This design comes from an exercise in tuning for small area, a short achievable clock period and few clock cycles per item on the open sky130 flow, not from production work. Function was not checked in any run shown here: the RTL went through the layout flow alone. Power and IR drop assume default switching activity.

[flow/config.mk]
export PLATFORM = sky130hd
export DESIGN_NAME = milestone_mac_array
export DESIGN_NICKNAME = milestone_mac_array
export VERILOG_FILES = /design/flow/design.v
export SDC_FILE = /design/flow/constraint.sdc
export NUM_CORES = 4
export LEC_CHECK = 0
export CAP_MARGIN = 20
export CORE_MARGIN = 2
export CORE_UTILIZATION = 40
export SLEW_MARGIN = 20
[flow/constraint.sdc]
create_clock -name core_clock -period 8.0 [get_ports {Clock_50}]
set_input_delay 1.6000 -clock core_clock [delete_from_list [all_inputs] [get_ports {Clock_50}]]
set_output_delay 1.6000 -clock core_clock [all_outputs]
set_load 0.01 [all_outputs]
[flow/design.v]
module milestone_mac_array (
    input  logic         Clock_50,
    input  logic         Resetn,
    input  logic         start,
    input  logic         clear,
    input  logic [31:0]  init_value,
    input  logic         in_valid,
    output logic         in_ready,
    input  logic [47:0]  sample,
    input  logic [47:0]  coef,
    input  logic         subtract,
    output logic         out_valid,
    input  logic         out_ready,
    output logic [95:0]  acc_raw,
    output logic [23:0]  result,
    output logic         busy
);
    logic       busy_q;
    logic       acc_st_q;    
    logic       drain_q;     
    logic       fin_q;       
    logic       out_st_q;    
    logic [2:0] tap_cnt_q;
    logic accept;
    logic take;
    logic last_beat;
    logic resolve;           
    assign in_ready  = acc_st_q;
    assign out_valid = out_st_q;
    assign busy      = busy_q;
    assign accept    = in_valid && acc_st_q;
    assign take      = accept && !clear;
    assign last_beat = (tap_cnt_q == 3'd5);
    assign resolve   = fin_q || out_st_q;
    always_ff @(posedge Clock_50 or negedge Resetn) begin
        if (!Resetn) begin
            busy_q    <= 1'b0;
            acc_st_q  <= 1'b0;
            drain_q   <= 1'b0;
            fin_q     <= 1'b0;
            out_st_q  <= 1'b0;
            tap_cnt_q <= '0;
        end else if (clear || (out_st_q && out_ready)) begin
            busy_q    <= 1'b0;
            acc_st_q  <= 1'b0;
            drain_q   <= 1'b0;
            fin_q     <= 1'b0;
            out_st_q  <= 1'b0;
        end else if (!busy_q) begin
            if (start) begin
                busy_q    <= 1'b1;
                acc_st_q  <= 1'b1;
                tap_cnt_q <= '0;
            end
        end else begin
            drain_q <= 1'b0;
            fin_q   <= drain_q;
            if (fin_q) out_st_q <= 1'b1;
            if (accept) begin
                tap_cnt_q <= tap_cnt_q + 1'b1;
                if (last_beat) begin
                    acc_st_q <= 1'b0;
                    drain_q  <= 1'b1;
                end
            end
        end
    end
    for (genvar c = 0; c < 3; c++) begin : g_ch
        logic [16:0] bz;      
        logic [7:0]  one_d, two_d, neg_d;
        logic [7:0]  one, two, neg;
        logic [15:0] a;
        logic [31:0] acc_s, acc_c;
        logic [16:0] x0, x1, x2, x3, x4, x5, x6, x7;
        logic [31:0] tree_s, tree_c;
        logic [31:0] sum;
        logic [23:0] shifted;
        logic [7:0]  res_ch;
        assign bz = {coef[c*16 +: 16], 1'b0};
        always_comb begin
            for (int j = 0; j < 8; j++) begin
                one_d[j] = take & (bz[2*j+1] ^ bz[2*j]);
                two_d[j] = take & ((bz[2*j+2] & ~bz[2*j+1] & ~bz[2*j]) |
                                   (~bz[2*j+2] & bz[2*j+1] & bz[2*j]));
                neg_d[j] = take & (bz[2*j+2] ^ subtract);
            end
        end
        always_ff @(posedge Clock_50 or negedge Resetn) begin
            if (!Resetn) begin
                one <= '0;
                two <= '0;
                neg <= '0;
            end else begin
                one <= one_d;
                two <= two_d;
                neg <= neg_d;
            end
        end
        always_ff @(posedge Clock_50) begin
            a <= sample[c*16 +: 16];
        end
        assign x0 = (({17{one[0]}} & {a[15], a}) | ({17{two[0]}} & {a, 1'b0})) ^ {17{neg[0]}};
        assign x1 = (({17{one[1]}} & {a[15], a}) | ({17{two[1]}} & {a, 1'b0})) ^ {17{neg[1]}};
        assign x2 = (({17{one[2]}} & {a[15], a}) | ({17{two[2]}} & {a, 1'b0})) ^ {17{neg[2]}};
        assign x3 = (({17{one[3]}} & {a[15], a}) | ({17{two[3]}} & {a, 1'b0})) ^ {17{neg[3]}};
        assign x4 = (({17{one[4]}} & {a[15], a}) | ({17{two[4]}} & {a, 1'b0})) ^ {17{neg[4]}};
        assign x5 = (({17{one[5]}} & {a[15], a}) | ({17{two[5]}} & {a, 1'b0})) ^ {17{neg[5]}};
        assign x6 = (({17{one[6]}} & {a[15], a}) | ({17{two[6]}} & {a, 1'b0})) ^ {17{neg[6]}};
        assign x7 = (({17{one[7]}} & {a[15], a}) | ({17{two[7]}} & {a, 1'b0})) ^ {17{neg[7]}};
        logic t0, t1, t2, t3, t4, t5, t6, t7, t8, t9, t10, t11, t12, t13, t14, t15, t16, t17, t18, t19, t20, t21, t22, t23, t24, t25, t26, t27, t28, t29, t30, t31, t32, t33, t34, t35, t36, t37, t38, t39, t40, t41, t42, t43, t44, t45, t46, t47, t48, t49, t50, t51, t52, t53, t54, t55, t56, t57, t58, t59, t60, t61, t62, t63, t64, t65, t66, t67, t68, t69, t70, t71, t72, t73, t74, t75, t76, t77, t78, t79, t80, t81, t82, t83, t84, t85, t86, t87, t88, t89, t90, t91, t92, t93, t94, t95, t96, t97, t98, t99, t100, t101, t102, t103, t104, t105, t106, t107, t108, t109, t110, t111, t112, t113, t114, t115, t116, t117, t118, t119, t120, t121, t122, t123, t124, t125, t126, t127, t128, t129, t130, t131, t132, t133, t134, t135, t136, t137, t138, t139, t140, t141, t142, t143, t144, t145, t146, t147, t148, t149, t150, t151, t152, t153, t154, t155, t156, t157, t158, t159, t160, t161, t162, t163, t164, t165, t166, t167, t168, t169, t170, t171, t172, t173, t174, t175, t176, t177, t178, t179, t180, t181, t182, t183, t184, t185, t186, t187, t188, t189, t190, t191, t192, t193, t194, t195, t196, t197, t198, t199, t200, t201, t202, t203, t204, t205, t206, t207, t208, t209, t210, t211, t212, t213, t214, t215, t216, t217, t218, t219, t220, t221, t222, t223, t224, t225, t226, t227, t228, t229, t230, t231, t232, t233, t234, t235, t236, t237, t238, t239, t240, t241, t242, t243, t244, t245, t246, t247, t248, t249, t250, t251, t252, t253, t254, t255, t256, t257, t258, t259, t260, t261, t262, t263, t264, t265, t266, t267, t268, t269, t270, t271, t272, t273, t274, t275, t276, t277, t278, t279, t280, t281, t282, t283, t284, t285, t286, t287, t288, t289, t290, t291, t292, t293, t294, t295, t296, t297, t298, t299, t300, t301, t302, t303, t304, t305, t306, t307;
        assign t0 = acc_s[0] ^ acc_c[0] ^ neg[0];
        assign t1 = (acc_s[0] & acc_c[0]) | (acc_s[0] & neg[0]) | (acc_c[0] & neg[0]);
        assign t2 = acc_s[1] ^ acc_c[1] ^ t1;
        assign t3 = (acc_s[1] & acc_c[1]) | (acc_s[1] & t1) | (acc_c[1] & t1);
        assign t4 = acc_s[2] ^ acc_c[2] ^ neg[1];
        assign t5 = (acc_s[2] & acc_c[2]) | (acc_s[2] & neg[1]) | (acc_c[2] & neg[1]);
        assign t6 = t4 ^ x0[2] ^ x1[0];
        assign t7 = (t4 & x0[2]) | (t4 & x1[0]) | (x0[2] & x1[0]);
        assign t8 = acc_s[3] ^ acc_c[3] ^ t5;
        assign t9 = (acc_s[3] & acc_c[3]) | (acc_s[3] & t5) | (acc_c[3] & t5);
        assign t10 = x0[3] ^ x1[1] ^ t8;
        assign t11 = (x0[3] & x1[1]) | (x0[3] & t8) | (x1[1] & t8);
        assign t12 = acc_s[4] ^ acc_c[4] ^ neg[2];
        assign t13 = (acc_s[4] & acc_c[4]) | (acc_s[4] & neg[2]) | (acc_c[4] & neg[2]);
        assign t14 = t12 ^ x0[4] ^ x1[2];
        assign t15 = (t12 & x0[4]) | (t12 & x1[2]) | (x0[4] & x1[2]);
        assign t16 = x2[0] ^ t9 ^ t14;
        assign t17 = (x2[0] & t9) | (x2[0] & t14) | (t9 & t14);
        assign t18 = acc_s[5] ^ acc_c[5] ^ t13;
        assign t19 = (acc_s[5] & acc_c[5]) | (acc_s[5] & t13) | (acc_c[5] & t13);
        assign t20 = x0[5] ^ x1[3] ^ x2[1];
        assign t21 = (x0[5] & x1[3]) | (x0[5] & x2[1]) | (x1[3] & x2[1]);
        assign t22 = t18 ^ t15 ^ t20;
        assign t23 = (t18 & t15) | (t18 & t20) | (t15 & t20);
        assign t24 = acc_s[6] ^ acc_c[6] ^ neg[3];
        assign t25 = (acc_s[6] & acc_c[6]) | (acc_s[6] & neg[3]) | (acc_c[6] & neg[3]);
        assign t26 = t24 ^ x0[6] ^ x1[4];
        assign t27 = (t24 & x0[6]) | (t24 & x1[4]) | (x0[6] & x1[4]);
        assign t28 = x2[2] ^ x3[0] ^ t19;
        assign t29 = (x2[2] & x3[0]) | (x2[2] & t19) | (x3[0] & t19);
        assign t30 = t21 ^ t26 ^ t28;
        assign t31 = (t21 & t26) | (t21 & t28) | (t26 & t28);
        assign t32 = acc_s[7] ^ acc_c[7] ^ t25;
        assign t33 = (acc_s[7] & acc_c[7]) | (acc_s[7] & t25) | (acc_c[7] & t25);
        assign t34 = x0[7] ^ x1[5] ^ x2[3];
        assign t35 = (x0[7] & x1[5]) | (x0[7] & x2[3]) | (x1[5] & x2[3]);
        assign t36 = x3[1] ^ t32 ^ t27;
        assign t37 = (x3[1] & t32) | (x3[1] & t27) | (t32 & t27);
        assign t38 = t34 ^ t29 ^ t36;
        assign t39 = (t34 & t29) | (t34 & t36) | (t29 & t36);
        assign t40 = acc_s[8] ^ acc_c[8] ^ neg[4];
        assign t41 = (acc_s[8] & acc_c[8]) | (acc_s[8] & neg[4]) | (acc_c[8] & neg[4]);
        assign t42 = t40 ^ x0[8] ^ x1[6];
        assign t43 = (t40 & x0[8]) | (t40 & x1[6]) | (x0[8] & x1[6]);
        assign t44 = x2[4] ^ x3[2] ^ x4[0];
        assign t45 = (x2[4] & x3[2]) | (x2[4] & x4[0]) | (x3[2] & x4[0]);
        assign t46 = t33 ^ t35 ^ t42;
        assign t47 = (t33 & t35) | (t33 & t42) | (t35 & t42);
        assign t48 = t44 ^ t37 ^ t46;
        assign t49 = (t44 & t37) | (t44 & t46) | (t37 & t46);
        assign t50 = acc_s[9] ^ acc_c[9] ^ t41;
        assign t51 = (acc_s[9] & acc_c[9]) | (acc_s[9] & t41) | (acc_c[9] & t41);
        assign t52 = x0[9] ^ x1[7] ^ x2[5];
        assign t53 = (x0[9] & x1[7]) | (x0[9] & x2[5]) | (x1[7] & x2[5]);
        assign t54 = x3[3] ^ x4[1] ^ t50;
        assign t55 = (x3[3] & x4[1]) | (x3[3] & t50) | (x4[1] & t50);
        assign t56 = t43 ^ t45 ^ t52;
        assign t57 = (t43 & t45) | (t43 & t52) | (t45 & t52);
        assign t58 = t54 ^ t47 ^ t56;
        assign t59 = (t54 & t47) | (t54 & t56) | (t47 & t56);
        assign t60 = acc_s[10] ^ acc_c[10] ^ neg[5];
        assign t61 = (acc_s[10] & acc_c[10]) | (acc_s[10] & neg[5]) | (acc_c[10] & neg[5]);
        assign t62 = t60 ^ x0[10] ^ x1[8];
        assign t63 = (t60 & x0[10]) | (t60 & x1[8]) | (x0[10] & x1[8]);
        assign t64 = x2[6] ^ x3[4] ^ x4[2];
        assign t65 = (x2[6] & x3[4]) | (x2[6] & x4[2]) | (x3[4] & x4[2]);
        assign t66 = x5[0] ^ t51 ^ t53;
        assign t67 = (x5[0] & t51) | (x5[0] & t53) | (t51 & t53);
        assign t68 = t62 ^ t64 ^ t55;
        assign t69 = (t62 & t64) | (t62 & t55) | (t64 & t55);
        assign t70 = t66 ^ t57 ^ t68;
        assign t71 = (t66 & t57) | (t66 & t68) | (t57 & t68);
        assign t72 = acc_s[11] ^ acc_c[11] ^ t61;
        assign t73 = (acc_s[11] & acc_c[11]) | (acc_s[11] & t61) | (acc_c[11] & t61);
        assign t74 = x0[11] ^ x1[9] ^ x2[7];
        assign t75 = (x0[11] & x1[9]) | (x0[11] & x2[7]) | (x1[9] & x2[7]);
        assign t76 = x3[5] ^ x4[3] ^ x5[1];
        assign t77 = (x3[5] & x4[3]) | (x3[5] & x5[1]) | (x4[3] & x5[1]);
        assign t78 = t72 ^ t63 ^ t65;
        assign t79 = (t72 & t63) | (t72 & t65) | (t63 & t65);
        assign t80 = t74 ^ t76 ^ t67;
        assign t81 = (t74 & t76) | (t74 & t67) | (t76 & t67);
        assign t82 = t78 ^ t69 ^ t80;
        assign t83 = (t78 & t69) | (t78 & t80) | (t69 & t80);
        assign t84 = acc_s[12] ^ acc_c[12] ^ neg[6];
        assign t85 = (acc_s[12] & acc_c[12]) | (acc_s[12] & neg[6]) | (acc_c[12] & neg[6]);
        assign t86 = t84 ^ x0[12] ^ x1[10];
        assign t87 = (t84 & x0[12]) | (t84 & x1[10]) | (x0[12] & x1[10]);
        assign t88 = x2[8] ^ x3[6] ^ x4[4];
        assign t89 = (x2[8] & x3[6]) | (x2[8] & x4[4]) | (x3[6] & x4[4]);
        assign t90 = x5[2] ^ x6[0] ^ t73;
        assign t91 = (x5[2] & x6[0]) | (x5[2] & t73) | (x6[0] & t73);
        assign t92 = t75 ^ t77 ^ t86;
        assign t93 = (t75 & t77) | (t75 & t86) | (t77 & t86);
        assign t94 = t88 ^ t90 ^ t79;
        assign t95 = (t88 & t90) | (t88 & t79) | (t90 & t79);
        assign t96 = t92 ^ t81 ^ t94;
        assign t97 = (t92 & t81) | (t92 & t94) | (t81 & t94);
        assign t98 = acc_s[13] ^ acc_c[13] ^ t85;
        assign t99 = (acc_s[13] & acc_c[13]) | (acc_s[13] & t85) | (acc_c[13] & t85);
        assign t100 = x0[13] ^ x1[11] ^ x2[9];
        assign t101 = (x0[13] & x1[11]) | (x0[13] & x2[9]) | (x1[11] & x2[9]);
        assign t102 = x3[7] ^ x4[5] ^ x5[3];
        assign t103 = (x3[7] & x4[5]) | (x3[7] & x5[3]) | (x4[5] & x5[3]);
        assign t104 = x6[1] ^ t98 ^ t87;
        assign t105 = (x6[1] & t98) | (x6[1] & t87) | (t98 & t87);
        assign t106 = t89 ^ t100 ^ t102;
        assign t107 = (t89 & t100) | (t89 & t102) | (t100 & t102);
        assign t108 = t91 ^ t104 ^ t93;
        assign t109 = (t91 & t104) | (t91 & t93) | (t104 & t93);
        assign t110 = t106 ^ t95 ^ t108;
        assign t111 = (t106 & t95) | (t106 & t108) | (t95 & t108);
        assign t112 = acc_s[14] ^ acc_c[14] ^ neg[7];
        assign t113 = (acc_s[14] & acc_c[14]) | (acc_s[14] & neg[7]) | (acc_c[14] & neg[7]);
        assign t114 = t112 ^ x0[14] ^ x1[12];
        assign t115 = (t112 & x0[14]) | (t112 & x1[12]) | (x0[14] & x1[12]);
        assign t116 = x2[10] ^ x3[8] ^ x4[6];
        assign t117 = (x2[10] & x3[8]) | (x2[10] & x4[6]) | (x3[8] & x4[6]);
        assign t118 = x5[4] ^ x6[2] ^ x7[0];
        assign t119 = (x5[4] & x6[2]) | (x5[4] & x7[0]) | (x6[2] & x7[0]);
        assign t120 = t99 ^ t101 ^ t103;
        assign t121 = (t99 & t101) | (t99 & t103) | (t101 & t103);
        assign t122 = t114 ^ t116 ^ t118;
        assign t123 = (t114 & t116) | (t114 & t118) | (t116 & t118);
        assign t124 = t105 ^ t120 ^ t107;
        assign t125 = (t105 & t120) | (t105 & t107) | (t120 & t107);
        assign t126 = t122 ^ t109 ^ t124;
        assign t127 = (t122 & t109) | (t122 & t124) | (t109 & t124);
        assign t128 = acc_s[15] ^ acc_c[15] ^ t113;
        assign t129 = (acc_s[15] & acc_c[15]) | (acc_s[15] & t113) | (acc_c[15] & t113);
        assign t130 = x0[15] ^ x1[13] ^ x2[11];
        assign t131 = (x0[15] & x1[13]) | (x0[15] & x2[11]) | (x1[13] & x2[11]);
        assign t132 = x3[9] ^ x4[7] ^ x5[5];
        assign t133 = (x3[9] & x4[7]) | (x3[9] & x5[5]) | (x4[7] & x5[5]);
        assign t134 = x6[3] ^ x7[1] ^ t128;
        assign t135 = (x6[3] & x7[1]) | (x6[3] & t128) | (x7[1] & t128);
        assign t136 = t115 ^ t117 ^ t119;
        assign t137 = (t115 & t117) | (t115 & t119) | (t117 & t119);
        assign t138 = t130 ^ t132 ^ t134;
        assign t139 = (t130 & t132) | (t130 & t134) | (t132 & t134);
        assign t140 = t121 ^ t136 ^ t123;
        assign t141 = (t121 & t136) | (t121 & t123) | (t136 & t123);
        assign t142 = t138 ^ t125 ^ t140;
        assign t143 = (t138 & t125) | (t138 & t140) | (t125 & t140);
        assign t144 = acc_s[16] ^ acc_c[16] ^ x0[16];
        assign t145 = (acc_s[16] & acc_c[16]) | (acc_s[16] & x0[16]) | (acc_c[16] & x0[16]);
        assign t146 = x1[14] ^ x2[12] ^ x3[10];
        assign t147 = (x1[14] & x2[12]) | (x1[14] & x3[10]) | (x2[12] & x3[10]);
        assign t148 = x4[8] ^ x5[6] ^ x6[4];
        assign t149 = (x4[8] & x5[6]) | (x4[8] & x6[4]) | (x5[6] & x6[4]);
        assign t150 = x7[2] ^ t129 ^ t131;
        assign t151 = (x7[2] & t129) | (x7[2] & t131) | (t129 & t131);
        assign t152 = t133 ^ t144 ^ t146;
        assign t153 = (t133 & t144) | (t133 & t146) | (t144 & t146);
        assign t154 = t148 ^ t135 ^ t137;
        assign t155 = (t148 & t135) | (t148 & t137) | (t135 & t137);
        assign t156 = t150 ^ t152 ^ t139;
        assign t157 = (t150 & t152) | (t150 & t139) | (t152 & t139);
        assign t158 = t141 ^ t154 ^ t156;
        assign t159 = (t141 & t154) | (t141 & t156) | (t154 & t156);
        assign t160 = acc_s[17] ^ acc_c[17] ^ x0[16];
        assign t161 = (acc_s[17] & acc_c[17]) | (acc_s[17] & x0[16]) | (acc_c[17] & x0[16]);
        assign t162 = x1[15] ^ x2[13] ^ x3[11];
        assign t163 = (x1[15] & x2[13]) | (x1[15] & x3[11]) | (x2[13] & x3[11]);
        assign t164 = x4[9] ^ x5[7] ^ x6[5];
        assign t165 = (x4[9] & x5[7]) | (x4[9] & x6[5]) | (x5[7] & x6[5]);
        assign t166 = x7[3] ^ t145 ^ t147;
        assign t167 = (x7[3] & t145) | (x7[3] & t147) | (t145 & t147);
        assign t168 = t149 ^ t160 ^ t162;
        assign t169 = (t149 & t160) | (t149 & t162) | (t160 & t162);
        assign t170 = t164 ^ t151 ^ t166;
        assign t171 = (t164 & t151) | (t164 & t166) | (t151 & t166);
        assign t172 = t153 ^ t168 ^ t155;
        assign t173 = (t153 & t168) | (t153 & t155) | (t168 & t155);
        assign t174 = t170 ^ t157 ^ t172;
        assign t175 = (t170 & t157) | (t170 & t172) | (t157 & t172);
        assign t176 = acc_s[18] ^ acc_c[18] ^ ~x0[16];
        assign t177 = (acc_s[18] & acc_c[18]) | (acc_s[18] & ~x0[16]) | (acc_c[18] & ~x0[16]);
        assign t178 = ~x1[16] ^ x2[14] ^ x3[12];
        assign t179 = (~x1[16] & x2[14]) | (~x1[16] & x3[12]) | (x2[14] & x3[12]);
        assign t180 = x4[10] ^ x5[8] ^ x6[6];
        assign t181 = (x4[10] & x5[8]) | (x4[10] & x6[6]) | (x5[8] & x6[6]);
        assign t182 = x7[4] ^ t161 ^ t163;
        assign t183 = (x7[4] & t161) | (x7[4] & t163) | (t161 & t163);
        assign t184 = t165 ^ t176 ^ t178;
        assign t185 = (t165 & t176) | (t165 & t178) | (t176 & t178);
        assign t186 = t180 ^ t167 ^ t182;
        assign t187 = (t180 & t167) | (t180 & t182) | (t167 & t182);
        assign t188 = t169 ^ t184 ^ t171;
        assign t189 = (t169 & t184) | (t169 & t171) | (t184 & t171);
        assign t190 = t186 ^ t173 ^ t188;
        assign t191 = (t186 & t173) | (t186 & t188) | (t173 & t188);
        assign t192 = ~(acc_s[19]);
        assign t193 = acc_c[19] ^ t192 ^ x2[15];
        assign t194 = (acc_c[19] & t192) | (acc_c[19] & x2[15]) | (t192 & x2[15]);
        assign t195 = x3[13] ^ x4[11] ^ x5[9];
        assign t196 = (x3[13] & x4[11]) | (x3[13] & x5[9]) | (x4[11] & x5[9]);
        assign t197 = x6[7] ^ x7[5] ^ t177;
        assign t198 = (x6[7] & x7[5]) | (x6[7] & t177) | (x7[5] & t177);
        assign t199 = t179 ^ t181 ^ t193;
        assign t200 = (t179 & t181) | (t179 & t193) | (t181 & t193);
        assign t201 = t195 ^ t183 ^ t197;
        assign t202 = (t195 & t183) | (t195 & t197) | (t183 & t197);
        assign t203 = t185 ^ t199 ^ t187;
        assign t204 = (t185 & t199) | (t185 & t187) | (t199 & t187);
        assign t205 = t201 ^ t189 ^ t203;
        assign t206 = (t201 & t189) | (t201 & t203) | (t189 & t203);
        assign t207 = acc_s[20] ^ acc_c[20] ^ (acc_s[19]);
        assign t208 = (acc_s[20] & acc_c[20]) | (acc_s[20] & (acc_s[19])) | (acc_c[20] & (acc_s[19]));
        assign t209 = t207 ^ ~x2[16] ^ x3[14];
        assign t210 = (t207 & ~x2[16]) | (t207 & x3[14]) | (~x2[16] & x3[14]);
        assign t211 = x4[12] ^ x5[10] ^ x6[8];
        assign t212 = (x4[12] & x5[10]) | (x4[12] & x6[8]) | (x5[10] & x6[8]);
        assign t213 = x7[6] ^ t194 ^ t196;
        assign t214 = (x7[6] & t194) | (x7[6] & t196) | (t194 & t196);
        assign t215 = t209 ^ t211 ^ t198;
        assign t216 = (t209 & t211) | (t209 & t198) | (t211 & t198);
        assign t217 = t213 ^ t200 ^ t202;
        assign t218 = (t213 & t200) | (t213 & t202) | (t200 & t202);
        assign t219 = t215 ^ t204 ^ t217;
        assign t220 = (t215 & t204) | (t215 & t217) | (t204 & t217);
        assign t221 = ~(acc_s[21]);
        assign t222 = acc_c[21] ^ t221 ^ t208;
        assign t223 = (acc_c[21] & t221) | (acc_c[21] & t208) | (t221 & t208);
        assign t224 = x3[15] ^ x4[13] ^ x5[11];
        assign t225 = (x3[15] & x4[13]) | (x3[15] & x5[11]) | (x4[13] & x5[11]);
        assign t226 = x6[9] ^ x7[7] ^ t222;
        assign t227 = (x6[9] & x7[7]) | (x6[9] & t222) | (x7[7] & t222);
        assign t228 = t210 ^ t212 ^ t224;
        assign t229 = (t210 & t212) | (t210 & t224) | (t212 & t224);
        assign t230 = t226 ^ t214 ^ t228;
        assign t231 = (t226 & t214) | (t226 & t228) | (t214 & t228);
        assign t232 = t216 ^ t230 ^ t218;
        assign t233 = (t216 & t230) | (t216 & t218) | (t230 & t218);
        assign t234 = acc_s[22] ^ acc_c[22] ^ (acc_s[21]);
        assign t235 = (acc_s[22] & acc_c[22]) | (acc_s[22] & (acc_s[21])) | (acc_c[22] & (acc_s[21]));
        assign t236 = t234 ^ ~x3[16] ^ x4[14];
        assign t237 = (t234 & ~x3[16]) | (t234 & x4[14]) | (~x3[16] & x4[14]);
        assign t238 = x5[12] ^ x6[10] ^ x7[8];
        assign t239 = (x5[12] & x6[10]) | (x5[12] & x7[8]) | (x6[10] & x7[8]);
        assign t240 = t223 ^ t225 ^ t236;
        assign t241 = (t223 & t225) | (t223 & t236) | (t225 & t236);
        assign t242 = t238 ^ t227 ^ t229;
        assign t243 = (t238 & t227) | (t238 & t229) | (t227 & t229);
        assign t244 = t240 ^ t231 ^ t242;
        assign t245 = (t240 & t231) | (t240 & t242) | (t231 & t242);
        assign t246 = ~(acc_s[23]);
        assign t247 = acc_c[23] ^ t246 ^ t235;
        assign t248 = (acc_c[23] & t246) | (acc_c[23] & t235) | (t246 & t235);
        assign t249 = x4[15] ^ x5[13] ^ x6[11];
        assign t250 = (x4[15] & x5[13]) | (x4[15] & x6[11]) | (x5[13] & x6[11]);
        assign t251 = x7[9] ^ t247 ^ t237;
        assign t252 = (x7[9] & t247) | (x7[9] & t237) | (t247 & t237);
        assign t253 = t239 ^ t249 ^ t251;
        assign t254 = (t239 & t249) | (t239 & t251) | (t249 & t251);
        assign t255 = t241 ^ t243 ^ t253;
        assign t256 = (t241 & t243) | (t241 & t253) | (t243 & t253);
        assign t257 = acc_s[24] ^ acc_c[24] ^ (acc_s[23]);
        assign t258 = (acc_s[24] & acc_c[24]) | (acc_s[24] & (acc_s[23])) | (acc_c[24] & (acc_s[23]));
        assign t259 = t257 ^ ~x4[16] ^ x5[14];
        assign t260 = (t257 & ~x4[16]) | (t257 & x5[14]) | (~x4[16] & x5[14]);
        assign t261 = x6[12] ^ x7[10] ^ t248;
        assign t262 = (x6[12] & x7[10]) | (x6[12] & t248) | (x7[10] & t248);
        assign t263 = t250 ^ t259 ^ t261;
        assign t264 = (t250 & t259) | (t250 & t261) | (t259 & t261);
        assign t265 = t252 ^ t263 ^ t254;
        assign t266 = (t252 & t263) | (t252 & t254) | (t263 & t254);
        assign t267 = ~(acc_s[25]);
        assign t268 = acc_c[25] ^ t267 ^ t258;
        assign t269 = (acc_c[25] & t267) | (acc_c[25] & t258) | (t267 & t258);
        assign t270 = x5[15] ^ x6[13] ^ x7[11];
        assign t271 = (x5[15] & x6[13]) | (x5[15] & x7[11]) | (x6[13] & x7[11]);
        assign t272 = t268 ^ t260 ^ t270;
        assign t273 = (t268 & t260) | (t268 & t270) | (t260 & t270);
        assign t274 = t262 ^ t272 ^ t264;
        assign t275 = (t262 & t272) | (t262 & t264) | (t272 & t264);
        assign t276 = acc_s[26] ^ acc_c[26] ^ (acc_s[25]);
        assign t277 = (acc_s[26] & acc_c[26]) | (acc_s[26] & (acc_s[25])) | (acc_c[26] & (acc_s[25]));
        assign t278 = t276 ^ ~x5[16] ^ x6[14];
        assign t279 = (t276 & ~x5[16]) | (t276 & x6[14]) | (~x5[16] & x6[14]);
        assign t280 = x7[12] ^ t269 ^ t271;
        assign t281 = (x7[12] & t269) | (x7[12] & t271) | (t269 & t271);
        assign t282 = t278 ^ t280 ^ t273;
        assign t283 = (t278 & t280) | (t278 & t273) | (t280 & t273);
        assign t284 = ~(acc_s[27]);
        assign t285 = acc_c[27] ^ t284 ^ t277;
        assign t286 = (acc_c[27] & t284) | (acc_c[27] & t277) | (t284 & t277);
        assign t287 = x6[15] ^ x7[13] ^ t285;
        assign t288 = (x6[15] & x7[13]) | (x6[15] & t285) | (x7[13] & t285);
        assign t289 = t279 ^ t287 ^ t281;
        assign t290 = (t279 & t287) | (t279 & t281) | (t287 & t281);
        assign t291 = acc_s[28] ^ acc_c[28] ^ (acc_s[27]);
        assign t292 = (acc_s[28] & acc_c[28]) | (acc_s[28] & (acc_s[27])) | (acc_c[28] & (acc_s[27]));
        assign t293 = t291 ^ ~x6[16] ^ x7[14];
        assign t294 = (t291 & ~x6[16]) | (t291 & x7[14]) | (~x6[16] & x7[14]);
        assign t295 = t286 ^ t293 ^ t288;
        assign t296 = (t286 & t293) | (t286 & t288) | (t293 & t288);
        assign t297 = ~(acc_s[29]);
        assign t298 = acc_c[29] ^ t297 ^ t292;
        assign t299 = (acc_c[29] & t297) | (acc_c[29] & t292) | (t297 & t292);
        assign t300 = x7[15] ^ t298 ^ t294;
        assign t301 = (x7[15] & t298) | (x7[15] & t294) | (t298 & t294);
        assign t302 = acc_s[30] ^ acc_c[30] ^ (acc_s[29]);
        assign t303 = (acc_s[30] & acc_c[30]) | (acc_s[30] & (acc_s[29])) | (acc_c[30] & (acc_s[29]));
        assign t304 = t302 ^ ~x7[16] ^ t299;
        assign t305 = (t302 & ~x7[16]) | (t302 & t299) | (~x7[16] & t299);
        assign t306 = ~(acc_s[31]);
        assign t307 = acc_c[31] ^ t306 ^ t303;
        assign tree_s = {t307, t304, t300, t295, t283, t282, t274, t256, t245, t244, t220, t206, t191, t175, t159, t143, t127, t111, t97, t83, t71, t59, t49, t39, t31, t23, t17, t11, t7, t3, x0[1], t0};
        assign tree_c = {t305, t301, t296, t290, t289, t275, t266, t265, t255, t233, t232, t219, t205, t190, t174, t158, t142, t126, t110, t96, t82, t70, t58, t48, t38, t30, t22, t16, t10, t6, t2, x0[0]};
        assign sum = acc_s + acc_c;
        always_ff @(posedge Clock_50) begin
            if (!busy_q) begin
                acc_s <= init_value;
                acc_c <= '0;
            end else if (resolve) begin
                acc_s <= sum;
                acc_c <= '0;
            end else begin
                acc_s <= tree_s;
                acc_c <= tree_c;
            end
        end
        assign shifted = acc_s[31:8];
        always_comb begin
            res_ch = shifted[7:0];
            if (shifted[23]) begin
                res_ch = '0;
            end else if (|shifted[22:8]) begin
                res_ch = '1;
            end
        end
        assign acc_raw[c*32 +: 32] = acc_s;
        assign result[c*8 +: 8]    = res_ch;
    end
endmodule
[flow/run.sh]
#!/bin/bash
# synth_recipe.tcl (not shown) runs the flow's synth.tcl, then flattens the netlist and writes it again
# the make line also repeats each setting of config.mk as NAME=value (left out here)
make -C /OpenROAD-flow-scripts/flow DESIGN_CONFIG=/design/flow/config.mk WORK_HOME=/design/flow/orfs CLKGATE_MAP_FILE= SYNTH_SCRIPT=/design/flow/synth_recipe.tcl finish
==> results of run 1 <==
-- power groups by stage --
stage	Clock (mW)	Combinational (mW)	Sequential, mW
floorplan	0	4.17	2.27
global placement	0	5.90	2.53
detailed placement	0	5.95	2.53
CTS	2.06	6.01	2.50
global route	2.12	6.82	2.55
finish	2.02	5.96	2.51
-- tightest hold or removal path: stages, from the launching register on --
cell	delay (ns)
dfrtp_1	0.34
mux2i_1	0.07
nor2_1	0.08
-- area by class of cell --
type / instances / share of cell area
Timing Repair Buffer: 279 / 0.0716
Multi-Input combinational cell: 2612 / 0.626
Inverter: 505 / 0.0497
Antenna cell: 1 / 0.0000656
Sequential cell: 320 / 0.179
Tap cell: 1080 / 0.0354
Clock inverter: 25 / 0.00620
Clock buffer: 59 / 0.0325
-- cells in the mapped netlist (14+ instances only) --
master and n:
and3_1 94, o21bai_1 15, a21oi_1 186, dfxtp_1 240, nor3_1 28, o21ai_0 115, fa_1 453, clkbuf_1 292
ha_1 113, nand4_1 14, xor2_1 99, o21ai_1 24, nand2_1 157, nor2b_1 19, dfrtp_1 80, a31oi_1 33
a21o_1 25, buf_1 20, a22oi_1 360, nor2_1 266, inv_1 502, nand3_1 21, xnor2_1 431
-- through the flow --
step	setup slack, ns	instance area [sq um]	power (mW)	instances
after global routing	3.40	38100	11.5	4880
after detailed placement	3.77	36600	8.48	4796
after CTS	3.56	38100	10.6	4880
after floorplan	3.84	33700	6.44	3750
final	3.56	38100	10.5	4881
after global placement	3.83	36600	8.43	4796
-- cell families after synthesis --
logic type      Yosys count  synth area share
compound gates          848             0.166
buf+inv                 818            0.0913
simple gates            662            0.0903
fa+ha+maj               566             0.311
xor+xnor                530             0.138
flops                   320             0.202
mux                       6           0.00182
-- registers in the layout (all words and copies together) (netlist names) --
register	cells
g_ch.acc_c	96
busy_q	1
out_st_q	1
tap_cnt_q	3
g_ch.two	24
drain_q	1
g_ch.one	24
g_ch.acc_s	96
g_ch.neg	24
fin_q	1
acc_st_q	1
g_ch.a	48
-- worst min-delay path by stage --
stage | startpoint | end | slack (ns) | cells past startpoint
global route | drain_q$_DFFE_PN0N_ | fin_q$_DFFE_PN0N_ | 0.58 | 2
CTS | drain_q$_DFFE_PN0N_ | fin_q$_DFFE_PN0N_ | 0.52 | 2
global placement | drain_q$_DFFE_PN0N_ | drain_q$_DFFE_PN0N_ | 0.51 | 2
detailed placement | drain_q$_DFFE_PN0N_ | drain_q$_DFFE_PN0N_ | 0.52 | 2
floorplan | drain_q$_DFFE_PN0N_ | drain_q$_DFFE_PN0N_ | 0.49 | 2
finish | drain_q$_DFFE_PN0N_ | fin_q$_DFFE_PN0N_ | 0.52 | 2
-- layer usage --
layer | GRT usage | part of all wire
met5 | 0 | 0
met4 | 0.0954 | 0.038
met3 | 0.0468 | 0.083
met2 | 0.411 | 0.45
met1 | 0.358 | 0.42
==> impl_metrics.prom, run 1 <==
# TYPE chip_impl_metric gauge
chip_impl_info{name="outcome",value="complete, no violations"} 1
chip_impl_metric{name="synth_enable_flop_cells",unit=""} 0
chip_impl_metric{name="drt_pre_antenna_iters",unit=""} 7
chip_impl_metric{name="max_slew.worst_pin.slew",unit="ns"} 1.26
chip_impl_metric{name="setup-tns-final",unit="ns"} 0
chip_impl_metric{name="nNetsFinal",unit=""} 4464
chip_impl_metric{name="max-vdd-ir-drop",unit="V"} 0.000172
chip_impl_info{name="worst_setup_path_endpoint",value="result[9]"} 1
chip_impl_metric{name="crit_path_max_fanout",unit=""} 8
chip_impl_metric{name="power.density",unit="nW/um^2"} 275
chip_impl_metric{name="vias",unit=""} 26983
chip_impl_info{name="critical_path.slowest_cell",value="nand4_1"} 1
chip_impl_metric{name="grtUsageTotal",unit=""} 0.261
chip_impl_metric{name="swShare",unit=""} 0.449
chip_impl_metric{name="power.share.clock",unit=""} 0.193
chip_impl_metric{name="finalHoldViolCount",unit=""} 0
chip_impl_metric{name="die_width",unit="um"} 294
chip_impl_info{name="worst_path_most_repeated_cell",value="nor2_1"} 1
chip_impl_metric{name="area_growth_syn_to_layout",unit="%"} 13.0
chip_impl_metric{name="fmax",unit="MHz"} 225
chip_impl_metric{name="multi_input_area",unit="sq um"} 23900
chip_impl_metric{name="crit_cells",unit=""} 5
chip_impl_metric{name="final.setup_skew",unit="ns"} 0.0338
chip_impl_metric{name="pin_count",unit=""} 258
chip_impl_metric{name="post_route_cells_drive_above_1_share",unit=""} 0.0324
chip_impl_info{name="endpoint_kind",value="output port"} 1
chip_impl_info{name="hold_path_class",value="flip-flop to flip-flop"} 1
chip_impl_info{name="critical_path.startpoint_type",value="flip-flop"} 1
chip_impl_metric{name="drtAntennaViolNets",unit=""} 0
chip_impl_metric{name="critical-path-max-stage-delay",unit="ns"} 0.62
chip_impl_metric{name="cts.clk_slew.worst_paths",unit="ns"} 0.06
chip_impl_metric{name="power.combinational.fraction",unit=""} 0.568
chip_impl_metric{name="cts_hold_buffers",unit=""} 0
chip_impl_metric{name="drt-vias-per-instance",unit=""} 5.53
chip_impl_metric{name="numCtsBuffers",unit=""} 45
chip_impl_metric{name="drc_errors",unit=""} 0
chip_impl_metric{name="die_span_in_y",unit="um"} 294
chip_impl_metric{name="internal_power",unit="mW"} 5.77
chip_impl_metric{name="r2r_setup_slack",unit="ns"} 3.75
chip_impl_metric{name="cts.sinks",unit=""} 320
chip_impl_metric{name="grt_remaining_overflow",unit=""} 0
chip_impl_metric{name="wl_per_cell",unit="um"} 23.1
chip_impl_metric{name="grt_antenna_before_repair",unit=""} 10
chip_impl_metric{name="via_count_of_the_first_global_routing_pass",unit=""} 27053
chip_impl_metric{name="grt_first_pass_wirelength",unit="um"} 171000
chip_impl_info{name="critical_r2r_launch",value="g_ch[2].neg[7]$_DFF_PN0_"} 1
chip_impl_info{name="cp_cell_sequence",value="nor4_1 > nand4_1 > nor2_1 > nor2_1 > clkdlybuf4s50_1"} 1
chip_impl_metric{name="gp_congestion",unit=""} 0.941
chip_impl_metric{name="filler_cell_count",unit=""} 8156
chip_impl_metric{name="postRouteWirelength",unit="um"} 113000
chip_impl_metric{name="drt-initial-drc-count",unit=""} 2545
chip_impl_info{name="tritoncts_clock_tree",value="yes"} 1
chip_impl_metric{name="worstRegToRegCells",unit=""} 10
chip_impl_metric{name="postCtsResizedCells",unit=""} 0
chip_impl_info{name="final_cell_mix",value="inv_1, fa_1, xnor2_1"} 1
chip_impl_metric{name="std_cell_rows",unit=""} 106
chip_impl_metric{name="drv_cap",unit=""} 0
chip_impl_metric{name="seq_area_frac_synth",unit=""} 0.202
chip_impl_metric{name="timing.final.crit_period",unit="ns"} 4.44
chip_impl_metric{name="postSynthAreaPerCell",unit="sq um"} 8.99
chip_impl_metric{name="place_hpwl",unit="um"} 87600
chip_impl_info{name="mostFrequentLayoutCell",value="inv_1"} 1
chip_impl_info{name="worst_path_dominant_cell_family",value="simple AND/OR/NAND/NOR gates"} 1
chip_impl_metric{name="worst-path-buf-inv",unit=""} 1
chip_impl_metric{name="timing.final.max_slew_violations",unit=""} 0
chip_impl_info{name="origin_of_the_worst_setup_path",value="g_ch[1].acc_s[16]$_DFF_P_"} 1
chip_impl_info{name="synthDominantAreaCellType",value="fa_1"} 1
chip_impl_metric{name="net_switching_power_of_the_design",unit="mW"} 4.71
chip_impl_metric{name="syn_nets",unit=""} 4451
chip_impl_metric{name="maxSlewHeadroom",unit=""} 0.158
chip_impl_metric{name="pwr-share-seq",unit=""} 0.239
chip_impl_info{name="critical_path.reg2reg.endpoint",value="g_ch[2].acc_s[17]$_DFF_P_"} 1
chip_impl_metric{name="largest_net_degree_at_the_start_of_global_routing",unit=""} 87
chip_impl_metric{name="worst-endpoint-required",unit="ns"} 6.40
chip_impl_metric{name="htree_levels",unit=""} 2
chip_impl_metric{name="yosys_warnings",unit=""} 1
chip_impl_metric{name="synth_cells",unit=""} 3750
chip_impl_metric{name="core",unit="sq um"} 83600
chip_impl_metric{name="syn_area",unit="sq um"} 33700
chip_impl_metric{name="post_cts_buffers",unit=""} 0
chip_impl_info{name="crit_type",value="flip-flop to output port"} 1
chip_impl_metric{name="power.static_leakage",unit="nW"} 15.9
chip_impl_metric{name="clockBufferDepth",unit=""} 3
chip_impl_metric{name="netlist-cell-type-count",unit=""} 68
chip_impl_metric{name="post_layout_util",unit=""} 0.456
chip_impl_info{name="cts.root.buffer_cell",value="clkbuf_16"} 1
chip_impl_metric{name="regArea",unit="sq um"} 6810
chip_impl_metric{name="port_buffer_count",unit=""} 257
chip_impl_metric{name="initial_core_util",unit=""} 0.404
chip_impl_info{name="grt_setup_unrepaired",value="no"} 1
chip_impl_info{name="synth_ff_type",value="dfxtp_1"} 1
chip_impl_info{name="synth_area_leaders",value="fa_1, dfxtp_1, xnor2_1, a22oi_1, dfrtp_1"} 1
chip_impl_metric{name="yosys_register_bits",unit=""} 320
chip_impl_metric{name="final.period_utilization",unit=""} 0.555
chip_impl_metric{name="hold_ws",unit="ns"} 0.520
chip_impl_metric{name="dieArea",unit="sq um"} 86700
chip_impl_metric{name="setup_viol",unit=""} 0
chip_impl_metric{name="async_reset_ff_frac",unit=""} 0.250
chip_impl_metric{name="clock_latency",unit="ns"} 0.61
chip_impl_metric{name="cp.arrival",unit="ns"} 2.84
chip_impl_metric{name="synth.top_cell.area_share",unit=""} 0.269
==> run 2, diff against run 1 <==
--- a/flow/design.v
+++ b/flow/design.v
@@ -418,7 +418,181 @@
         assign t307 = acc_c[31] ^ t306 ^ t303;
         assign tree_s = {t307, t304, t300, t295, t283, t282, t274, t256, t245, t244, t220, t206, t191, t175, t159, t143, t127, t111, t97, t83, t71, t59, t49, t39, t31, t23, t17, t11, t7, t3, x0[1], t0};
         assign tree_c = {t305, t301, t296, t290, t289, t275, t266, t265, t255, t233, t232, t219, t205, t190, t174, t158, t142, t126, t110, t96, t82, t70, t58, t48, t38, t30, t22, t16, t10, t6, t2, x0[0]};
-        assign sum = acc_s + acc_c;
+        logic [31:0] cp_g0, cp_p0;
+        assign cp_g0 = acc_s & acc_c;
+        assign cp_p0 = acc_s ^ acc_c;
+        logic cp_G0, cp_P0;
+        assign cp_G0 = cp_g0[1] | (cp_p0[1] & cp_g0[0]);
+        assign cp_P0 = cp_p0[1] & cp_p0[0];
+        logic cp_G1, cp_P1;
+        assign cp_G1 = cp_g0[3] | (cp_p0[3] & cp_g0[2]);
+        assign cp_P1 = cp_p0[3] & cp_p0[2];
+        logic cp_G2, cp_P2;
+        assign cp_G2 = cp_g0[5] | (cp_p0[5] & cp_g0[4]);
+        assign cp_P2 = cp_p0[5] & cp_p0[4];
+        logic cp_G3, cp_P3;
+        assign cp_G3 = cp_g0[7] | (cp_p0[7] & cp_g0[6]);
+        assign cp_P3 = cp_p0[7] & cp_p0[6];
+        logic cp_G4, cp_P4;
+        assign cp_G4 = cp_g0[9] | (cp_p0[9] & cp_g0[8]);
+        assign cp_P4 = cp_p0[9] & cp_p0[8];
+        logic cp_G5, cp_P5;
+        assign cp_G5 = cp_g0[11] | (cp_p0[11] & cp_g0[10]);
+        assign cp_P5 = cp_p0[11] & cp_p0[10];
+        logic cp_G6, cp_P6;
+        assign cp_G6 = cp_g0[13] | (cp_p0[13] & cp_g0[12]);
+        assign cp_P6 = cp_p0[13] & cp_p0[12];
+        logic cp_G7, cp_P7;
+        assign cp_G7 = cp_g0[15] | (cp_p0[15] & cp_g0[14]);
+        assign cp_P7 = cp_p0[15] & cp_p0[14];
+        logic cp_G8, cp_P8;
+        assign cp_G8 = cp_g0[17] | (cp_p0[17] & cp_g0[16]);
+        assign cp_P8 = cp_p0[17] & cp_p0[16];
+        logic cp_G9, cp_P9;
+        assign cp_G9 = cp_g0[19] | (cp_p0[19] & cp_g0[18]);
+        assign cp_P9 = cp_p0[19] & cp_p0[18];
+        logic cp_G10, cp_P10;
+        assign cp_G10 = cp_g0[21] | (cp_p0[21] & cp_g0[20]);
+        assign cp_P10 = cp_p0[21] & cp_p0[20];
+        logic cp_G11, cp_P11;
+        assign cp_G11 = cp_g0[23] | (cp_p0[23] & cp_g0[22]);
+        assign cp_P11 = cp_p0[23] & cp_p0[22];
+        logic cp_G12, cp_P12;
+        assign cp_G12 = cp_g0[25] | (cp_p0[25] & cp_g0[24]);
+        assign cp_P12 = cp_p0[25] & cp_p0[24];
+        logic cp_G13, cp_P13;
+        assign cp_G13 = cp_g0[27] | (cp_p0[27] & cp_g0[26]);
+        assign cp_P13 = cp_p0[27] & cp_p0[26];
+        logic cp_G14, cp_P14;
+        assign cp_G14 = cp_g0[29] | (cp_p0[29] & cp_g0[28]);
+        assign cp_P14 = cp_p0[29] & cp_p0[28];
+        logic cp_G15, cp_P15;
+        assign cp_G15 = cp_g0[31] | (cp_p0[31] & cp_g0[30]);
+        assign cp_P15 = cp_p0[31] & cp_p0[30];
+        logic cp_G16, cp_P16;
+        assign cp_G16 = cp_G1 | (cp_P1 & cp_G0);
+        assign cp_P16 = cp_P1 & cp_P0;
+        logic cp_G17, cp_P17;
+        assign cp_G17 = cp_G3 | (cp_P3 & cp_G2);
+        assign cp_P17 = cp_P3 & cp_P2;
+        logic cp_G18, cp_P18;
+        assign cp_G18 = cp_G5 | (cp_P5 & cp_G4);
+        assign cp_P18 = cp_P5 & cp_P4;
+        logic cp_G19, cp_P19;
+        assign cp_G19 = cp_G7 | (cp_P7 & cp_G6);
+        assign cp_P19 = cp_P7 & cp_P6;
+        logic cp_G20, cp_P20;
+        assign cp_G20 = cp_G9 | (cp_P9 & cp_G8);
+        assign cp_P20 = cp_P9 & cp_P8;
+        logic cp_G21, cp_P21;
+        assign cp_G21 = cp_G11 | (cp_P11 & cp_G10);
+        assign cp_P21 = cp_P11 & cp_P10;
+        logic cp_G22, cp_P22;
+        assign cp_G22 = cp_G13 | (cp_P13 & cp_G12);
+        assign cp_P22 = cp_P13 & cp_P12;
+        logic cp_G23, cp_P23;
+        assign cp_G23 = cp_G15 | (cp_P15 & cp_G14);
+        assign cp_P23 = cp_P15 & cp_P14;
+        logic cp_G24, cp_P24;
+        assign cp_G24 = cp_G17 | (cp_P17 & cp_G16);
+        assign cp_P24 = cp_P17 & cp_P16;
+        logic cp_G25, cp_P25;
+        assign cp_G25 = cp_G19 | (cp_P19 & cp_G18);
+        assign cp_P25 = cp_P19 & cp_P18;
+        logic cp_G26, cp_P26;
+        assign cp_G26 = cp_G21 | (cp_P21 & cp_G20);
+        assign cp_P26 = cp_P21 & cp_P20;
+        logic cp_G27, cp_P27;
+        assign cp_G27 = cp_G23 | (cp_P23 & cp_G22);
+        assign cp_P27 = cp_P23 & cp_P22;
+        logic cp_G28, cp_P28;
+        assign cp_G28 = cp_G25 | (cp_P25 & cp_G24);
+        assign cp_P28 = cp_P25 & cp_P24;
+        logic cp_G29, cp_P29;
+        assign cp_G29 = cp_G27 | (cp_P27 & cp_G26);
+        assign cp_P29 = cp_P27 & cp_P26;
+        logic cp_G30, cp_P30;
+        assign cp_G30 = cp_G29 | (cp_P29 & cp_G28);
+        assign cp_P30 = cp_P29 & cp_P28;
+        logic cp_G31, cp_P31;
+        assign cp_G31 = cp_G26 | (cp_P26 & cp_G28);
+        assign cp_P31 = cp_P26 & cp_P28;
+        logic cp_G32, cp_P32;
+        assign cp_G32 = cp_G18 | (cp_P18 & cp_G24);
+        assign cp_P32 = cp_P18 & cp_P24;
+        logic cp_G33, cp_P33;
+        assign cp_G33 = cp_G20 | (cp_P20 & cp_G28);
+        assign cp_P33 = cp_P20 & cp_P28;
+        logic cp_G34, cp_P34;
+        assign cp_G34 = cp_G22 | (cp_P22 & cp_G31);
+        assign cp_P34 = cp_P22 & cp_P31;
+        logic cp_G35, cp_P35;
+        assign cp_G35 = cp_G2 | (cp_P2 & cp_G16);
+        assign cp_P35 = cp_P2 & cp_P16;
+        logic cp_G36, cp_P36;
+        assign cp_G36 = cp_G4 | (cp_P4 & cp_G24);
+        assign cp_P36 = cp_P4 & cp_P24;
+        logic cp_G37, cp_P37;
+        assign cp_G37 = cp_G6 | (cp_P6 & cp_G32);
+        assign cp_P37 = cp_P6 & cp_P32;
+        logic cp_G38, cp_P38;
+        assign cp_G38 = cp_G8 | (cp_P8 & cp_G28);
+        assign cp_P38 = cp_P8 & cp_P28;
+        logic cp_G39, cp_P39;
+        assign cp_G39 = cp_G10 | (cp_P10 & cp_G33);
+        assign cp_P39 = cp_P10 & cp_P33;
+        logic cp_G40, cp_P40;
+        assign cp_G40 = cp_G12 | (cp_P12 & cp_G31);
+        assign cp_P40 = cp_P12 & cp_P31;
+        logic cp_G41, cp_P41;
+        assign cp_G41 = cp_G14 | (cp_P14 & cp_G34);
+        assign cp_P41 = cp_P14 & cp_P34;
+        logic cp_G42, cp_P42;
+        assign cp_G42 = cp_g0[2] | (cp_p0[2] & cp_G0);
+        assign cp_P42 = cp_p0[2] & cp_P0;
+        logic cp_G43, cp_P43;
+        assign cp_G43 = cp_g0[4] | (cp_p0[4] & cp_G16);
+        assign cp_P43 = cp_p0[4] & cp_P16;
+        logic cp_G44, cp_P44;
+        assign cp_G44 = cp_g0[6] | (cp_p0[6] & cp_G35);
+        assign cp_P44 = cp_p0[6] & cp_P35;
+        logic cp_G45, cp_P45;
+        assign cp_G45 = cp_g0[8] | (cp_p0[8] & cp_G24);
+        assign cp_P45 = cp_p0[8] & cp_P24;
+        logic cp_G46, cp_P46;
+        assign cp_G46 = cp_g0[10] | (cp_p0[10] & cp_G36);
+        assign cp_P46 = cp_p0[10] & cp_P36;
+        logic cp_G47, cp_P47;
+        assign cp_G47 = cp_g0[12] | (cp_p0[12] & cp_G32);
+        assign cp_P47 = cp_p0[12] & cp_P32;
+        logic cp_G48, cp_P48;
+        assign cp_G48 = cp_g0[14] | (cp_p0[14] & cp_G37);
+        assign cp_P48 = cp_p0[14] & cp_P37;
+        logic cp_G49, cp_P49;
+        assign cp_G49 = cp_g0[16] | (cp_p0[16] & cp_G28);
+        assign cp_P49 = cp_p0[16] & cp_P28;
+        logic cp_G50, cp_P50;
+        assign cp_G50 = cp_g0[18] | (cp_p0[18] & cp_G38);
+        assign cp_P50 = cp_p0[18] & cp_P38;
+        logic cp_G51, cp_P51;
+        assign cp_G51 = cp_g0[20] | (cp_p0[20] & cp_G33);
+        assign cp_P51 = cp_p0[20] & cp_P33;
+        logic cp_G52, cp_P52;
+        assign cp_G52 = cp_g0[22] | (cp_p0[22] & cp_G39);
+        assign cp_P52 = cp_p0[22] & cp_P39;
+        logic cp_G53, cp_P53;
+        assign cp_G53 = cp_g0[24] | (cp_p0[24] & cp_G31);
+        assign cp_P53 = cp_p0[24] & cp_P31;
+        logic cp_G54, cp_P54;
+        assign cp_G54 = cp_g0[26] | (cp_p0[26] & cp_G40);
+        assign cp_P54 = cp_p0[26] & cp_P40;
+        logic cp_G55, cp_P55;
+        assign cp_G55 = cp_g0[28] | (cp_p0[28] & cp_G34);
+        assign cp_P55 = cp_p0[28] & cp_P34;
+        logic cp_G56, cp_P56;
+        assign cp_G56 = cp_g0[30] | (cp_p0[30] & cp_G41);
+        assign cp_P56 = cp_p0[30] & cp_P41;
+        assign sum = {cp_p0[31] ^ cp_G56, cp_p0[30] ^ cp_G41, cp_p0[29] ^ cp_G55, cp_p0[28] ^ cp_G34, cp_p0[27] ^ cp_G54, cp_p0[26] ^ cp_G40, cp_p0[25] ^ cp_G53, cp_p0[24] ^ cp_G31, cp_p0[23] ^ cp_G52, cp_p0[22] ^ cp_G39, cp_p0[21] ^ cp_G51, cp_p0[20] ^ cp_G33, cp_p0[19] ^ cp_G50, cp_p0[18] ^ cp_G38, cp_p0[17] ^ cp_G49, cp_p0[16] ^ cp_G28, cp_p0[15] ^ cp_G48, cp_p0[14] ^ cp_G37, cp_p0[13] ^ cp_G47, cp_p0[12] ^ cp_G32, cp_p0[11] ^ cp_G46, cp_p0[10] ^ cp_G36, cp_p0[9] ^ cp_G45, cp_p0[8] ^ cp_G24, cp_p0[7] ^ cp_G44, cp_p0[6] ^ cp_G35, cp_p0[5] ^ cp_G43, cp_p0[4] ^ cp_G16, cp_p0[3] ^ cp_G42, cp_p0[2] ^ cp_G0, cp_p0[1] ^ cp_g0[0], cp_p0[0]};
         always_ff @(posedge Clock_50) begin
             if (!busy_q) begin
                 acc_s <= init_value;
==> impl_metrics.prom, run 2 <==
# TYPE chip_impl_metric gauge
chip_impl_metric{name="nNetsFinal",unit=""} 4241
chip_impl_metric{name="finish.instance_area",unit="sq um"} 37000
chip_impl_metric{name="grtUsageTotal",unit=""} 0.255
chip_impl_info{name="origin_of_the_worst_setup_path",value="g_ch[2].acc_s[21]$_DFF_P_"} 1
chip_impl_metric{name="timing.final.crit_period",unit="ns"} 4.54
chip_impl_metric{name="max_slew.worst_pin.slew",unit="ns"} 1.13
chip_impl_metric{name="drt_pre_antenna_iters",unit=""} 6
chip_impl_metric{name="cts_hold_buffers",unit=""} 0
chip_impl_info{name="outcome",value="complete, no violations"} 1
chip_impl_info{name="cp_cell_sequence",value="nor4_1 > nand4_1 > nor2_1 > nor2_1 > clkdlybuf4s50_1"} 1
chip_impl_metric{name="pin_count",unit=""} 258
chip_impl_metric{name="grt_remaining_overflow",unit=""} 0
chip_impl_metric{name="final.setup_skew",unit="ns"} 0.0247
chip_impl_metric{name="area_growth_syn_to_layout",unit="%"} 13.5
chip_impl_metric{name="finalHoldViolCount",unit=""} 0
chip_impl_metric{name="power",unit="mW"} 9.85
chip_impl_metric{name="async_reset_ff_frac",unit=""} 0.250
chip_impl_metric{name="hold_ws",unit="ns"} 0.529
chip_impl_metric{name="core",unit="sq um"} 80700
chip_impl_metric{name="initial_core_util",unit=""} 0.404
chip_impl_metric{name="postCtsResizedCells",unit=""} 0
chip_impl_info{name="crit_type",value="flip-flop to output port"} 1
chip_impl_info{name="synthDominantAreaCellType",value="fa_1"} 1
chip_impl_metric{name="maxSlewHeadroom",unit=""} 0.246
chip_impl_metric{name="post-route-worst-setup-slack",unit="ns"} 3.46
chip_impl_info{name="endpoint_kind",value="output port"} 1
chip_impl_metric{name="clock_latency",unit="ns"} 0.59
chip_impl_info{name="hold_start",value="drain_q$_DFFE_PN0N_"} 1
chip_impl_metric{name="dieArea",unit="sq um"} 83800
chip_impl_info{name="cts.root.buffer_cell",value="clkbuf_16"} 1
chip_impl_metric{name="seq_area_frac_synth",unit=""} 0.209
chip_impl_info{name="reg.largest.list",value="g_ch.acc_c: 96 flops, g_ch.acc_s: 96 flops, g_ch.a: 48 flops"} 1
chip_impl_metric{name="drt-initial-drc-count",unit=""} 2422
chip_impl_metric{name="drv_cap",unit=""} 0
chip_impl_metric{name="setup-tns-final",unit="ns"} 0
chip_impl_metric{name="yosys_warnings",unit=""} 1
chip_impl_metric{name="drt-vias-per-instance",unit=""} 5.36
chip_impl_info{name="synth_ff_type",value="dfxtp_1"} 1
chip_impl_metric{name="power.combinational.fraction",unit=""} 0.538
chip_impl_metric{name="power.static_leakage",unit="nW"} 15.6
chip_impl_metric{name="synth_enable_flop_cells",unit=""} 0
chip_impl_metric{name="r2r_setup_slack",unit="ns"} 3.58
chip_impl_metric{name="post-place-ws",unit="ns"} 3.76
chip_impl_metric{name="final.period_utilization",unit=""} 0.567
chip_impl_metric{name="drc_errors",unit=""} 0
chip_impl_info{name="hold_path_class",value="flip-flop to flip-flop"} 1
chip_impl_metric{name="swShare",unit=""} 0.431
chip_impl_metric{name="dpl_cell_area",unit="sq um"} 35500
chip_impl_metric{name="place_hpwl",unit="um"} 80000
chip_impl_metric{name="net_switching_power_of_the_design",unit="mW"} 4.25
chip_impl_metric{name="postSynthAreaPerCell",unit="sq um"} 9.37
chip_impl_metric{name="pwr-share-seq",unit=""} 0.256
chip_impl_metric{name="die_span_in_y",unit="um"} 290
chip_impl_metric{name="setup_viol",unit=""} 0
chip_impl_metric{name="cts.clk_slew.worst_paths",unit="ns"} 0.06
chip_impl_metric{name="grt_first_pass_wirelength",unit="um"} 161000
chip_impl_metric{name="clockBufferDepth",unit=""} 3
chip_impl_metric{name="placedCellCount",unit=""} 4516
chip_impl_metric{name="fmax",unit="MHz"} 220
chip_impl_info{name="critical_path.slowest_cell",value="clkdlybuf4s50_1"} 1
chip_impl_metric{name="power.share.clock",unit=""} 0.206
chip_impl_info{name="worst_path_most_repeated_cell",value="nor2_1"} 1
chip_impl_metric{name="max-vdd-ir-drop",unit="V"} 0.000137
chip_impl_metric{name="vias",unit=""} 24654
chip_impl_metric{name="drtAntennaViolNets",unit=""} 0
chip_impl_metric{name="synth.top_cell.area_share",unit=""} 0.306
chip_impl_metric{name="post_route_cells_drive_above_1_share",unit=""} 0.0325
chip_impl_metric{name="std_cell_rows",unit=""} 104
chip_impl_info{name="final_cell_mix",value="inv_1, fa_1, xnor2_1"} 1
chip_impl_metric{name="internal_power",unit="mW"} 5.60
chip_impl_metric{name="largest_net_degree_at_the_start_of_global_routing",unit=""} 84
chip_impl_info{name="synth.cells.most_frequent",value="fa_1, inv_1, xnor2_1"} 1
chip_impl_metric{name="worstRegToRegCells",unit=""} 14
chip_impl_metric{name="yosys_register_bits",unit=""} 320
chip_impl_metric{name="gp_congestion",unit=""} 0.907
chip_impl_metric{name="netlist-cell-type-count",unit=""} 58
chip_impl_info{name="critical_path.reg2reg.endpoint",value="g_ch[0].acc_s[29]$_DFF_P_"} 1
chip_impl_metric{name="via_count_of_the_first_global_routing_pass",unit=""} 25184
chip_impl_metric{name="min_path_cells",unit=""} 2
chip_impl_metric{name="die_width",unit="um"} 290
chip_impl_info{name="tritoncts_clock_tree",value="yes"} 1
chip_impl_info{name="critical_r2r_launch",value="g_ch[0].acc_s[0]$_DFF_P_"} 1
chip_impl_metric{name="cp.arrival",unit="ns"} 2.94
chip_impl_metric{name="worst-endpoint-required",unit="ns"} 6.40
chip_impl_metric{name="syn_nets",unit=""} 4220
chip_impl_metric{name="numCtsBuffers",unit=""} 43
chip_impl_info{name="synth_area_leaders",value="fa_1, dfxtp_1, xnor2_1, a22oi_1, dfrtp_1"} 1
chip_impl_metric{name="post_cts_buffers",unit=""} 0
chip_impl_info{name="grt_setup_unrepaired",value="no"} 1
chip_impl_metric{name="post_layout_util",unit=""} 0.459
chip_impl_metric{name="crit_path_max_fanout",unit=""} 8
chip_impl_metric{name="power.density",unit="nW/um^2"} 266
chip_impl_metric{name="grt_antenna_before_repair",unit=""} 3
chip_impl_metric{name="syn_area",unit="sq um"} 32600
chip_impl_info{name="timing.hold.worst_endpoint",value="drain_q$_DFFE_PN0N_"} 1
chip_impl_metric{name="port_buffer_count",unit=""} 257
chip_impl_info{name="critical_path.startpoint_type",value="flip-flop"} 1
chip_impl_metric{name="critical-path-max-stage-delay",unit="ns"} 0.57
chip_impl_metric{name="cts.sinks",unit=""} 320
chip_impl_metric{name="postRouteWirelength",unit="um"} 105000
chip_impl_metric{name="htree_levels",unit=""} 2
chip_impl_metric{name="wl_per_cell",unit="um"} 22.8
chip_impl_metric{name="synth_cells",unit=""} 3480
chip_impl_metric{name="final_cell_count_no_fill",unit=""} 4599
chip_impl_metric{name="timing.final.max_slew_violations",unit=""} 0
## run 2: logic make-up (layout without fill, tap and decap cells)
family | after synthesis | count (layout) | synth area share
buffers and inverters | 803 | 858 | 0.0924
AO/OA/AOI/OAI | 682 | 682 | 0.139
adder cells (fa/ha/maj) | 605 | 605 | 0.347
AND/OR/NAND/NOR | 567 | 567 | 0.0783
XOR/XNOR | 501 | 501 | 0.135
flip-flops | 320 | 320 | 0.209
multiplexers | 2 | 2 | 0.000614
other | 0 | 4 | 0
## run 2: layout make-up
| type | count | area (sq um) |
|---|---|---|
| timing repair buffer | 277 | 2720 |
| antenna | 4 | 10.0 |
| clock buffer | 55 | 1220 |
| clock inverter | 24 | 236 |
| tap | 1060 | 1330 |
| inverter | 502 | 1880 |
| multi-input combinational | 2357 | 22800 |
| sequential | 320 | 6810 |
| fill | 7741 | 43700 |
## run 2: worst max path at each step
stage	slack (ns)	depth (start not counted)	end
finish	3.46	5	result[17]
global route	3.36	5	result[18]
CTS	3.47	5	result[17]
detailed placement	3.76	14	g_ch[0].acc_s[29]$_DFF_P_
global placement	3.75	14	g_ch[0].acc_s[29]$_DFF_P_
floorplan	3.84	12	g_ch[0].acc_s[17]$_DFF_P_
## run 2: critical path, delay by kind of cell (launching register included)
family / cells / cell delay, ns
simple gates: 4 / 1.37
buf+inv: 1 / 0.57
flops: 1 / 0.40
## run 2: power by group through the flow
stage / logic [mW] / registers, mW / clock network, mW
after detailed placement: 5.29 / 2.55 / 0
after floorplan: 3.73 / 2.31 / 0
after CTS: 5.35 / 2.52 / 2.07
after global routing: 6.19 / 2.58 / 2.13
final: 5.29 / 2.52 / 2.03
after global placement: 5.21 / 2.55 / 0
## run 2: per-layer routing
metal,global-route usage,share of wire,vias to the layer above
met5,0,0.00030,-
met4,0.0726,0.027,4
met3,0.0715,0.10,145
met2,0.385,0.44,1032
met1,0.357,0.43,12376
li1,-,-,11097

what the ideal ports hide:
In the flow no input, the clock included, has a driving cell. The finished layouts below were timed again as built, in two steps. Step 1 assumes that a clkbuf_16 drives the clock port and a buf_2 every other input. Step 2 adds t to the input delays and takes it off the output delays; t is the mean of the earliest and latest rising clock arrival at the registers after step 1. Input paths then give back, and output paths get back, about the clock's delay inside the block. Three values: ideal ports, drivers, drivers and shift; two values: the first two.
run | t, ns | setup slack, ns | worst setup path after step 2 | latest minus earliest clock arrival (ns)
run 1 | 0.661 | 3.560 / 3.492 / 3.745 | register to register | 0.037 / 0.037
run 2 | 0.640 | 3.461 / 3.399 / 3.581 | register to register | 0.028 / 0.028
After both steps setup and hold are still met in every run listed.
